This is an optimization exercise on Yosys and OpenROAD, whose aim is small area, a short achievable clock period and few clock cycles per item, not a production implementation. RTL that was checked went through simulation tests only; none was proved equivalent to the original. Power figures rest on the tool's default switching activity, not on a simulated workload.

==> inputs of job 8161 <==
==> flow/design.v <==
`timescale 1ns / 1ps
package pcea_pkg;
  localparam int PACKS_DEFAULT = 18;
  localparam logic [20:0] CODE_VOLT = 21'h18FF36;
  localparam logic [20:0] CODE_TEMP = 21'h18FF4B;
  localparam int IN_DATA_W  = 96;
  localparam int OUT_DATA_W = 96;
  localparam int SUM_W      = 14;   
endpackage
`timescale 1ns / 1ps
module pcea_front #(
  parameter int PACKS = pcea_pkg::PACKS_DEFAULT
) (
  input  logic                           clk,
  input  logic                           rst_n,
  input  logic                           in_tvalid,
  output logic                           in_tready,
  input  logic [pcea_pkg::IN_DATA_W-1:0] in_tdata,
  input  logic                           in_tuser,
  input  logic                           stall,        
  output logic [PACKS-1:0]               wv_r,         
  output logic [PACKS-1:0]               wt_r,         
  output logic                           ev_r,         
  output logic [63:0]                    bytes_r
);
  logic [7:0]  pack_raw;
  logic [7:0]  pack_dec;
  logic [20:0] code;
  logic        is_volt;
  logic        is_temp;
  logic        take;
  assign pack_raw = in_tdata[7:0];
  assign pack_dec = (pack_raw != 8'd0) ? pack_raw - 8'd1 : 8'd0;
  assign code     = in_tdata[28:8];
  assign is_volt  = code == pcea_pkg::CODE_VOLT;
  assign is_temp  = code == pcea_pkg::CODE_TEMP;
  assign take     = in_tvalid && !stall;
  always_ff @(posedge clk) begin
    if (!rst_n) begin
      wv_r  <= '0;
      wt_r  <= '0;
      ev_r  <= 1'b0;
    end else begin
      if (take) begin
        for (int p = 0; p < PACKS; p++) begin
          wv_r[p] <= !in_tuser && is_volt && pack_dec == 8'(p);
          wt_r[p] <= !in_tuser && is_temp && pack_dec == 8'(p);
        end
        ev_r <= in_tuser;
      end else if (!stall) begin
        wv_r <= '0;
        wt_r <= '0;
        ev_r <= 1'b0;
      end
    end
  end
  always_ff @(posedge clk) begin
    if (take) begin
      bytes_r <= in_tdata[92:29];
    end
  end
  assign in_tready = !stall;
endmodule
`timescale 1ns / 1ps
module pcea_queue #(
  parameter int W      = 16,
  parameter bit IS_MAX = 1'b1
) (
  input  logic            clk,
  input  logic [18*W-1:0] val,
  input  logic [18*8-1:0] cl,
  output logic [W-1:0]    rval,
  output logic [7:0]      rcl
);
  function automatic logic ge(input logic [W-1:0] a, input logic [W-1:0] b);
    logic [W-1:0] g;
    logic [W-1:0] p;
    g = a & ~b;
    p = a | ~b;
    for (int l = 0; l < $clog2(W); l++) begin
      for (int i = 0; i < (W >> (l + 1)); i++) begin
        g[i] = g[2*i+1] | (p[2*i+1] & g[2*i]);
        p[i] = p[2*i+1] & p[2*i];
      end
    end
    ge = g[0] | p[0];
  endfunction
  function automatic logic beats(input logic [W-1:0] b, input logic [W-1:0] a);
    beats = IS_MAX ? ge(b, a) : ge(a, b);
  endfunction
  logic [W-1:0] v    [18];
  logic [8:0]   d1;
  logic [W-1:0] n1   [9];
  logic [2:0]   s2   [3];
  logic [2:0]   b2;
  logic [17:0]  oh;
  logic [17:0]  oh_r;
  logic [W-1:0] gv   [3];
  logic [2:0]   rs;
  logic         rb;
  logic [17:0]  fin;
  always_comb begin
    for (int i = 0; i < 18; i++) begin
      v[i] = val[W*i +: W];
    end
    for (int k = 0; k < 9; k++) begin
      d1[k] = beats(v[2*k+1], v[2*k]);
      n1[k] = d1[k] ? v[2*k+1] : v[2*k];
    end
    for (int g = 0; g < 3; g++) begin
      b2[g]    = beats(n1[3*g+1], n1[3*g]);
      s2[g][2] = beats(n1[3*g+2], n1[3*g]) && beats(n1[3*g+2], n1[3*g+1]);
      s2[g][1] = !s2[g][2] && b2[g];
      s2[g][0] = !s2[g][2] && !b2[g];
      for (int m = 0; m < 3; m++) begin
        oh[6*g+2*m+1] = s2[g][m] && d1[3*g+m];
        oh[6*g+2*m]   = s2[g][m] && !d1[3*g+m];
      end
    end
  end
  always_ff @(posedge clk) begin
    oh_r <= oh;
  end
  always_comb begin
    for (int g = 0; g < 3; g++) begin
      gv[g] = '0;
      for (int l = 0; l < 6; l++) begin
        gv[g] = gv[g] | ({W{oh_r[6*g+l]}} & v[6*g+l]);
      end
    end
    rb    = beats(gv[1], gv[0]);
    rs[2] = beats(gv[2], gv[0]) && beats(gv[2], gv[1]);
    rs[1] = !rs[2] && rb;
    rs[0] = !rs[2] && !rb;
    rval  = rs[2] ? gv[2] : (rb ? gv[1] : gv[0]);
    rcl   = '0;
    for (int i = 0; i < 18; i++) begin
      fin[i] = rs[i/6] && oh_r[i];
      rcl = rcl | ({8{fin[i]}} & cl[8*i +: 8]);
    end
  end
endmodule
`timescale 1ns / 1ps
module pcea_back #(
  parameter int PACKS = pcea_pkg::PACKS_DEFAULT
) (
  input  logic                            clk,
  input  logic                            rst_n,
  input  logic [PACKS-1:0]                wv_r,
  input  logic [PACKS-1:0]                wt_r,
  input  logic                            ev_r,
  input  logic [63:0]                     bytes_r,
  output logic                            stall,
  output logic                            out_tvalid,
  input  logic                            out_tready,
  output logic [pcea_pkg::OUT_DATA_W-1:0] out_tdata
);
  localparam int SUM_W = pcea_pkg::SUM_W;
  logic [PACKS*16-1:0] vmax_r, vmin_r;
  logic [PACKS*8-1:0]  vmax_cell_r, vmin_cell_r;
  logic [PACKS*8-1:0]  tmax_r, tmin_r, tmax_cell_r, tmin_cell_r;
  logic [SUM_W-1:0]    sum_r;
  logic [63:0]      wd;
  logic [PACKS-1:0] env, ent;
  logic             stall_r;
  logic             any_t;
  assign wd    = bytes_r & {64{rst_n}};
  assign env   = (wv_r & {PACKS{!stall_r}}) | {PACKS{!rst_n}};
  assign ent   = (wt_r & {PACKS{!stall_r}}) | {PACKS{!rst_n}};
  assign any_t = (|wt_r) && !stall_r;
  always_ff @(posedge clk) begin
    for (int p = 0; p < PACKS; p++) begin
      if (env[p]) begin
        vmax_r[16*p +: 16]    <= {wd[23:16], wd[31:24]};
        vmin_r[16*p +: 16]    <= {wd[39:32], wd[47:40]};
        vmax_cell_r[8*p +: 8] <= wd[55:48];
        vmin_cell_r[8*p +: 8] <= wd[63:56];
      end
      if (ent[p]) begin
        tmax_r[8*p +: 8]      <= wd[7:0];
        tmin_r[8*p +: 8]      <= wd[15:8];
        tmax_cell_r[8*p +: 8] <= wd[23:16];
        tmin_cell_r[8*p +: 8] <= wd[31:24];
      end
    end
  end
  logic [7:0] old_max, old_min;
  always_comb begin
    old_max = '0;
    old_min = '0;
    for (int p = 0; p < PACKS; p++) begin
      old_max = old_max | ({8{wt_r[p]}} & tmax_r[8*p +: 8]);
      old_min = old_min | ({8{wt_r[p]}} & tmin_r[8*p +: 8]);
    end
  end
  logic [9:0] dsum_r;
  logic       dv_r;
  always_ff @(posedge clk) begin
    dsum_r <= 10'(bytes_r[7:0]) + 10'(bytes_r[15:8]) - 10'(old_max) - 10'(old_min);
  end
  always_ff @(posedge clk) begin
    if (!rst_n) begin
      dv_r  <= 1'b0;
      sum_r <= '0;
    end else begin
      dv_r <= any_t;
      if (dv_r) begin
        sum_r <= sum_r + {{(SUM_W-10){dsum_r[9]}}, dsum_r};
      end
    end
  end
  logic [15:0] vh, vl;
  logic [7:0]  vhc, vlc, th, thc, tl, tlc;
  pcea_queue #(.W(16), .IS_MAX(1'b1)) u_vh (.clk(clk), .val(vmax_r), .cl(vmax_cell_r), .rval(vh), .rcl(vhc));
  pcea_queue #(.W(16), .IS_MAX(1'b0)) u_vl (.clk(clk), .val(vmin_r), .cl(vmin_cell_r), .rval(vl), .rcl(vlc));
  pcea_queue #(.W(8),  .IS_MAX(1'b1)) u_th (.clk(clk), .val(tmax_r), .cl(tmax_cell_r), .rval(th), .rcl(thc));
  pcea_queue #(.W(8),  .IS_MAX(1'b0)) u_tl (.clk(clk), .val(tmin_r), .cl(tmin_cell_r), .rval(tl), .rcl(tlc));
  logic a2_v_r, c1_v_r, c2_v_r, out_v_r;
  logic a2_go;
  logic a2_v_nx, c1_v_nx, c2_v_nx, out_v_nx;
  assign stall    = stall_r;
  assign a2_go    = a2_v_r && !stall_r;
  assign a2_v_nx  = stall_r || ev_r;
  assign c1_v_nx  = a2_go;
  assign c2_v_nx  = c1_v_r;
  assign out_v_nx = c2_v_r || (out_v_r && !out_tready);
  always_ff @(posedge clk) begin
    if (!rst_n) begin
      a2_v_r  <= 1'b0;
      c1_v_r  <= 1'b0;
      c2_v_r  <= 1'b0;
      out_v_r <= 1'b0;
      stall_r <= 1'b0;
    end else begin
      a2_v_r  <= a2_v_nx;
      c1_v_r  <= c1_v_nx;
      c2_v_r  <= c2_v_nx;
      out_v_r <= out_v_nx;
      stall_r <= a2_v_nx && (c1_v_nx || c2_v_nx || out_v_nx);
    end
  end
  logic [79:0]      res_r;
  logic [SUM_W-1:0] sum_snap_r;
  logic [SUM_W-1:0] rem_r;
  logic [8:0]       avg_r;
  always_ff @(posedge clk) begin
    if (a2_go) begin
      res_r      <= {tlc, tl, thc, th, vlc, vl, vhc, vh};
      sum_snap_r <= sum_r;
    end
  end
  always_ff @(posedge clk) begin
    rem_r <= sum_snap_r - SUM_W'(res_r[55:48]) - SUM_W'(res_r[71:64]);
  end
  logic [12:0] c_half;
  logic [25:0] c_prod;
  assign c_half = rem_r[SUM_W-1:1];
  assign c_prod = (26'(c_half) << 13) - (26'(c_half) << 9) + (26'(c_half) << 5) - 26'(c_half);
  always_ff @(posedge clk) begin
    avg_r <= {(res_r[39:24] != 16'd0) && (res_r[71:64] != 8'd0), c_prod[24:17]};
  end
  assign out_tvalid = out_v_r;
  assign out_tdata  = {7'd0, avg_r, res_r};
endmodule
`timescale 1ns / 1ps
module pack_cell_extreme_aggregator_top #(
  parameter int PACKS = pcea_pkg::PACKS_DEFAULT
) (
  input  logic                            clk,
  input  logic                            rst_n,
  input  logic                            in_tvalid,
  output logic                            in_tready,
  input  logic [pcea_pkg::IN_DATA_W-1:0]  in_tdata,
  input  logic                            in_tuser,
  output logic                            out_tvalid,
  input  logic                            out_tready,
  output logic [pcea_pkg::OUT_DATA_W-1:0] out_tdata
);
  logic [PACKS-1:0] wv, wt;
  logic             ev;
  logic [63:0]      bytes;
  logic             stall;
  pcea_front #(
    .PACKS(PACKS)
  ) u_front (
    .clk      (clk),
    .rst_n    (rst_n),
    .in_tvalid(in_tvalid),
    .in_tready(in_tready),
    .in_tdata (in_tdata),
    .in_tuser (in_tuser),
    .stall     (stall),
    .wv_r     (wv),
    .wt_r     (wt),
    .ev_r     (ev),
    .bytes_r  (bytes)
  );
  pcea_back #(
    .PACKS(PACKS)
  ) u_back (
    .clk       (clk),
    .rst_n     (rst_n),
    .wv_r      (wv),
    .wt_r      (wt),
    .ev_r      (ev),
    .bytes_r   (bytes),
    .stall     (stall),
    .out_tvalid(out_tvalid),
    .out_tready(out_tready),
    .out_tdata (out_tdata)
  );
endmodule
==> flow/run.sh <==
#!/bin/bash
# synth_recipe.tcl (not shown) runs the flow's synth.tcl, then flattens the netlist and writes it again
# the make line also repeats each setting of config.mk as NAME=value (left out here)
make -C /OpenROAD-flow-scripts/flow DESIGN_CONFIG=/design/flow/config.mk WORK_HOME=/design/flow/orfs CLKGATE_MAP_FILE= SYNTH_SCRIPT=/design/flow/synth_recipe.tcl finish
==> flow/config.mk <==
export PLATFORM = sky130hd
export DESIGN_NAME = pack_cell_extreme_aggregator_top
export DESIGN_NICKNAME = pack_cell_extreme_aggregator_top
export VERILOG_FILES = /design/flow/design.v
export SDC_FILE = /design/flow/constraint.sdc
export NUM_CORES = 4
export LEC_CHECK = 0
export CAP_MARGIN = 20
export CORE_MARGIN = 2
export CORE_UTILIZATION = 40
export SLEW_MARGIN = 20
==> flow/constraint.sdc <==
create_clock -name core_clock -period 9.0 [get_ports {clk}]
set_input_delay 1.8000 -clock core_clock [delete_from_list [all_inputs] [get_ports {clk}]]
set_output_delay 1.8000 -clock core_clock [all_outputs]
set_load 0.01 [all_outputs]
==> job 9359: changes against job 8161 <==
==> flow/design.v, changed modules only <==
module pcea_front #(
  parameter int PACKS = pcea_pkg::PACKS_DEFAULT
) (
  input  logic                           clk,
  input  logic                           rst_n,
  input  logic                           in_tvalid,
  output logic                           in_tready,
  input  logic [pcea_pkg::IN_DATA_W-1:0] in_tdata,
  input  logic                           in_tuser,
  input  logic                           stall,        
  input  logic                           rdy,          
  output logic [PACKS-1:0]               wv_r,         
  output logic [PACKS-1:0]               wt_r,         
  output logic                           ev_r,         
  output logic [63:0]                    bytes_r
);
  logic [7:0]  pack_raw;
  logic [7:0]  pack_dec;
  logic [20:0] code;
  logic        is_volt;
  logic        is_temp;
  logic        take;
  assign pack_raw = in_tdata[7:0];
  assign pack_dec = (pack_raw != 8'd0) ? pack_raw - 8'd1 : 8'd0;
  assign code     = in_tdata[28:8];
  assign is_volt  = code == pcea_pkg::CODE_VOLT;
  assign is_temp  = code == pcea_pkg::CODE_TEMP;
  assign take     = in_tvalid && rdy;
  always_ff @(posedge clk) begin
    if (!rst_n) begin
      wv_r  <= '0;
      wt_r  <= '0;
      ev_r  <= 1'b0;
    end else begin
      if (take) begin
        for (int p = 0; p < PACKS; p++) begin
          wv_r[p] <= !in_tuser && is_volt && pack_dec == 8'(p);
          wt_r[p] <= !in_tuser && is_temp && pack_dec == 8'(p);
        end
        ev_r <= in_tuser;
      end else if (!stall) begin
        wv_r <= '0;
        wt_r <= '0;
        ev_r <= 1'b0;
      end
    end
  end
  always_ff @(posedge clk) begin
    if (take) begin
      bytes_r <= in_tdata[92:29];
    end
  end
  assign in_tready = rdy;
endmodule
module pcea_queue #(
  parameter int W      = 16,
  parameter bit IS_MAX = 1'b1
) (
  input  logic            clk,
  input  logic [18*W-1:0] val,
  input  logic [18*8-1:0] cl,
  output logic [W-1:0]    rval,
  output logic [7:0]      rcl
);
  function automatic logic ge(input logic [W-1:0] a, input logic [W-1:0] b);
    logic [W-1:0] g;
    logic [W-1:0] p;
    g = a & ~b;
    p = a | ~b;
    for (int l = 0; l < $clog2(W); l++) begin
      for (int i = 0; i < (W >> (l + 1)); i++) begin
        g[i] = g[2*i+1] | (p[2*i+1] & g[2*i]);
        p[i] = p[2*i+1] & p[2*i];
      end
    end
    ge = g[0] | p[0];
  endfunction
  function automatic logic beats(input logic [W-1:0] b, input logic [W-1:0] a);
    beats = IS_MAX ? ge(b, a) : ge(a, b);
  endfunction
  logic [W-1:0] v    [18];
  logic [7:0]   c    [18];
  logic [8:0]   d1;
  logic [8:0]   d1_r;
  logic [W-1:0] n1   [9];
  logic [7:0]   n1c  [9];
  logic [2:0]   b2;
  logic [2:0]   t2;
  logic [W-1:0] gv   [3];
  logic [7:0]   gc   [3];
  logic [W-1:0] gv_r [3];
  logic [7:0]   gc_r [3];
  logic         rb;
  logic         rt;
  always_comb begin
    for (int i = 0; i < 18; i++) begin
      v[i] = val[W*i +: W];
      c[i] = cl[8*i +: 8];
    end
    for (int k = 0; k < 9; k++) begin
      d1[k] = beats(v[2*k+1], v[2*k]);
    end
  end
  always_ff @(posedge clk) begin
    d1_r <= d1;
  end
  always_comb begin
    for (int k = 0; k < 9; k++) begin
      n1[k]  = d1_r[k] ? v[2*k+1] : v[2*k];
      n1c[k] = d1_r[k] ? c[2*k+1] : c[2*k];
    end
    for (int g = 0; g < 3; g++) begin
      b2[g] = beats(n1[3*g+1], n1[3*g]);
      t2[g] = beats(n1[3*g+2], n1[3*g]) && beats(n1[3*g+2], n1[3*g+1]);
      gv[g] = t2[g] ? n1[3*g+2]  : (b2[g] ? n1[3*g+1]  : n1[3*g]);
      gc[g] = t2[g] ? n1c[3*g+2] : (b2[g] ? n1c[3*g+1] : n1c[3*g]);
    end
  end
  always_ff @(posedge clk) begin
    for (int g = 0; g < 3; g++) begin
      gv_r[g] <= gv[g];
      gc_r[g] <= gc[g];
    end
  end
  always_comb begin
    rb   = beats(gv_r[1], gv_r[0]);
    rt   = beats(gv_r[2], gv_r[0]) && beats(gv_r[2], gv_r[1]);
    rval = rt ? gv_r[2] : (rb ? gv_r[1] : gv_r[0]);
    rcl  = rt ? gc_r[2] : (rb ? gc_r[1] : gc_r[0]);
  end
endmodule
module pcea_back #(
  parameter int PACKS = pcea_pkg::PACKS_DEFAULT
) (
  input  logic                            clk,
  input  logic                            rst_n,
  input  logic [PACKS-1:0]                wv_r,
  input  logic [PACKS-1:0]                wt_r,
  input  logic                            ev_r,
  input  logic [63:0]                     bytes_r,
  output logic                            stall,
  output logic                            rdy_r,        
  output logic                            out_tvalid,
  input  logic                            out_tready,
  output logic [pcea_pkg::OUT_DATA_W-1:0] out_tdata
);
  localparam int SUM_W = pcea_pkg::SUM_W;
  logic [PACKS*16-1:0] vmax_r, vmin_r;
  logic [PACKS*8-1:0]  vmax_cell_r, vmin_cell_r;
  logic [PACKS*8-1:0]  tmax_r, tmin_r, tmax_cell_r, tmin_cell_r;
  logic [SUM_W-1:0]    sum_r;
  logic [63:0]      wd;
  logic [PACKS-1:0] env, ent;
  logic             stall_r;
  logic             any_t;
  assign wd    = bytes_r & {64{rst_n}};
  assign env   = (wv_r & {PACKS{!stall_r}}) | {PACKS{!rst_n}};
  assign ent   = (wt_r & {PACKS{!stall_r}}) | {PACKS{!rst_n}};
  assign any_t = (|wt_r) && !stall_r;
  always_ff @(posedge clk) begin
    for (int p = 0; p < PACKS; p++) begin
      if (env[p]) begin
        vmax_r[16*p +: 16]    <= {wd[23:16], wd[31:24]};
        vmin_r[16*p +: 16]    <= {wd[39:32], wd[47:40]};
        vmax_cell_r[8*p +: 8] <= wd[55:48];
        vmin_cell_r[8*p +: 8] <= wd[63:56];
      end
      if (ent[p]) begin
        tmax_r[8*p +: 8]      <= wd[7:0];
        tmin_r[8*p +: 8]      <= wd[15:8];
        tmax_cell_r[8*p +: 8] <= wd[23:16];
        tmin_cell_r[8*p +: 8] <= wd[31:24];
      end
    end
  end
  logic [7:0] old_max, old_min;
  always_comb begin
    old_max = '0;
    old_min = '0;
    for (int p = 0; p < PACKS; p++) begin
      old_max = old_max | ({8{wt_r[p]}} & tmax_r[8*p +: 8]);
      old_min = old_min | ({8{wt_r[p]}} & tmin_r[8*p +: 8]);
    end
  end
  logic [9:0] dsum_r;
  logic       dv_r;
  always_ff @(posedge clk) begin
    dsum_r <= 10'(bytes_r[7:0]) + 10'(bytes_r[15:8]) - 10'(old_max) - 10'(old_min);
  end
  always_ff @(posedge clk) begin
    if (!rst_n) begin
      dv_r  <= 1'b0;
      sum_r <= '0;
    end else begin
      dv_r <= any_t;
      if (dv_r) begin
        sum_r <= sum_r + {{(SUM_W-10){dsum_r[9]}}, dsum_r};
      end
    end
  end
  logic [15:0] vh, vl;
  logic [7:0]  vhc, vlc, th, thc, tl, tlc;
  pcea_queue #(.W(16), .IS_MAX(1'b1)) u_vh (.clk(clk), .val(vmax_r), .cl(vmax_cell_r), .rval(vh), .rcl(vhc));
  pcea_queue #(.W(16), .IS_MAX(1'b0)) u_vl (.clk(clk), .val(vmin_r), .cl(vmin_cell_r), .rval(vl), .rcl(vlc));
  pcea_queue #(.W(8),  .IS_MAX(1'b1)) u_th (.clk(clk), .val(tmax_r), .cl(tmax_cell_r), .rval(th), .rcl(thc));
  pcea_queue #(.W(8),  .IS_MAX(1'b0)) u_tl (.clk(clk), .val(tmin_r), .cl(tmin_cell_r), .rval(tl), .rcl(tlc));
  logic a2_v_r, a3_v_r, c1_v_r, c2_v_r, c3_v_r, out_v_r;
  logic a2_go;
  logic a2_v_nx, out_v_nx, busy_nx;
  assign stall    = stall_r;
  assign a2_go    = a2_v_r && !stall_r;
  assign a2_v_nx  = stall_r || ev_r;
  assign out_v_nx = c3_v_r || (out_v_r && !out_tready);
  assign busy_nx  = a2_go || a3_v_r || c1_v_r || c2_v_r || out_v_nx;
  always_ff @(posedge clk) begin
    if (!rst_n) begin
      a2_v_r  <= 1'b0;
      a3_v_r  <= 1'b0;
      c1_v_r  <= 1'b0;
      c2_v_r  <= 1'b0;
      c3_v_r  <= 1'b0;
      out_v_r <= 1'b0;
      stall_r <= 1'b0;
      rdy_r   <= 1'b1;
    end else begin
      a2_v_r  <= a2_v_nx;
      a3_v_r  <= a2_go;
      c1_v_r  <= a3_v_r;
      c2_v_r  <= c1_v_r;
      c3_v_r  <= c2_v_r;
      out_v_r <= out_v_nx;
      stall_r <= a2_v_nx && busy_nx;
      rdy_r   <= !(a2_v_nx && busy_nx);
    end
  end
  logic [79:0]      res_r;
  logic [SUM_W-1:0] sum_snap_r;
  logic [SUM_W-1:0] rem_r;
  logic [17:0]      m15_r;
  logic [18:0]      m31_r;
  logic             rdy_res_r;
  logic [8:0]       avg_r;
  logic [25:0]      prod;
  always_ff @(posedge clk) begin
    if (a2_go) begin
      sum_snap_r <= sum_r;
    end
    if (a3_v_r) begin
      res_r <= {tlc, tl, thc, th, vlc, vl, vhc, vh};
    end
  end
  assign prod = {m15_r, 9'd0} + 26'(m31_r);
  always_ff @(posedge clk) begin
    rem_r     <= sum_snap_r - SUM_W'(res_r[55:48]) - SUM_W'(res_r[71:64]);
    m15_r     <= {rem_r, 4'd0} - 18'(rem_r);
    m31_r     <= {rem_r, 5'd0} - 19'(rem_r);
    rdy_res_r <= (res_r[39:24] != 16'd0) && (res_r[71:64] != 8'd0);
    avg_r     <= {rdy_res_r, prod[25:18]};
  end
  assign out_tvalid = out_v_r;
  assign out_tdata  = {7'd0, avg_r, res_r};
endmodule
module pack_cell_extreme_aggregator_top #(
  parameter int PACKS = pcea_pkg::PACKS_DEFAULT
) (
  input  logic                            clk,
  input  logic                            rst_n,
  input  logic                            in_tvalid,
  output logic                            in_tready,
  input  logic [pcea_pkg::IN_DATA_W-1:0]  in_tdata,
  input  logic                            in_tuser,
  output logic                            out_tvalid,
  input  logic                            out_tready,
  output logic [pcea_pkg::OUT_DATA_W-1:0] out_tdata
);
  logic [PACKS-1:0] wv, wt;
  logic             ev;
  logic [63:0]      bytes;
  logic             stall;
  logic             rdy;
  pcea_front #(
    .PACKS(PACKS)
  ) u_front (
    .clk      (clk),
    .rst_n    (rst_n),
    .in_tvalid(in_tvalid),
    .in_tready(in_tready),
    .in_tdata (in_tdata),
    .in_tuser (in_tuser),
    .stall     (stall),
    .rdy       (rdy),
    .wv_r     (wv),
    .wt_r     (wt),
    .ev_r     (ev),
    .bytes_r  (bytes)
  );
  pcea_back #(
    .PACKS(PACKS)
  ) u_back (
    .clk       (clk),
    .rst_n     (rst_n),
    .wv_r      (wv),
    .wt_r      (wt),
    .ev_r      (ev),
    .bytes_r   (bytes),
    .stall     (stall),
    .rdy_r     (rdy),
    .out_tvalid(out_tvalid),
    .out_tready(out_tready),
    .out_tdata (out_tdata)
  );
endmodule
Settings changed: SETUP_SLACK_MARGIN set to 4.7.
==> comparison table <==
metric                                                                    job 8161          job 9359
Post-placement cell area                                              0.0949 sq mm       0.100 sq mm
CP max stage delay                                                         0.74 ns           0.57 ns
Area growth from synthesis to final layout                                   14.3%             14.5%
Initial cell density of the core                                             0.403             0.401
Yosys top cell area share                                                    0.541             0.510
Switching Fraction                                                           0.334             0.299
Non-clock buffer share of cell area                                         0.0302            0.0277
Proportion of power drawn by the clock network                               0.317             0.331
Initial antenna violation count                                                 10                11
Result of the run                                 no timing/DRC/antenna violations  no timing/DRC/antenna violations
Max Fclk                                                                   186 MHz           239 MHz
Start point of the worst min-delay path                           u_back.sum_r[13]  u_back.rdy_res_r
Yosys warning total                                                             22                38
Share of layout cells above drive strength 1                                0.0982             0.123
Number of DRC markers after the initial detailed-route iteration              7329              4907
Finished layout cell area                                              0.101 sq mm       0.108 sq mm
DPL Wire Length                                                     206000 microns    179000 microns
Worst reg2reg path endpoint                                        u_back.res_r[0]  u_back.res_r[46]
Synthesized instance count                                                    7376              7400
Distinct cell type count after synthesis                                       105                86
Testbench counts of job 9359, summed over its fixed seeds: cycles 16,984, evals 1,288.
For job 8161, only the layout was checked, not whether the RTL still works.

re-timing with driven ports:
No port has a modelled driver above. Below, the same layouts with a new extraction and two added sets of constraints.
Step 1, drivers: a clkbuf_16 drives clk and a buf_2 each remaining input, both assumed.
Step 2, shift: input delay + t, output delay - t, t = (earliest + latest rising clock arrival at the registers) / 2. This alone moves slack from input paths to output paths.
Slacks: ideal ports / drivers / drivers and shift; pairs: ideal ports / drivers.
run	shift t [ns]	slack for setup (ns)	hold WS [ns]	latest minus earliest clock arrival (ns)	slew at the worst register clock pin (ns)
job 8161	0.930	3.626 / 3.626 / 3.626	0.432 / 0.432 / 0.432	0.064 / 0.064	0.07 / 0.07
job 9359	0.926	4.823 / 4.823 / 3.970	0.328 / 0.328 / 0.328	0.067 / 0.067	0.07 / 0.07
After both steps every run listed still meets setup and hold. For job 9359, which loses most, drivers alone change the setup slack by 0.000 ns; drivers and shift together by -0.853 ns.
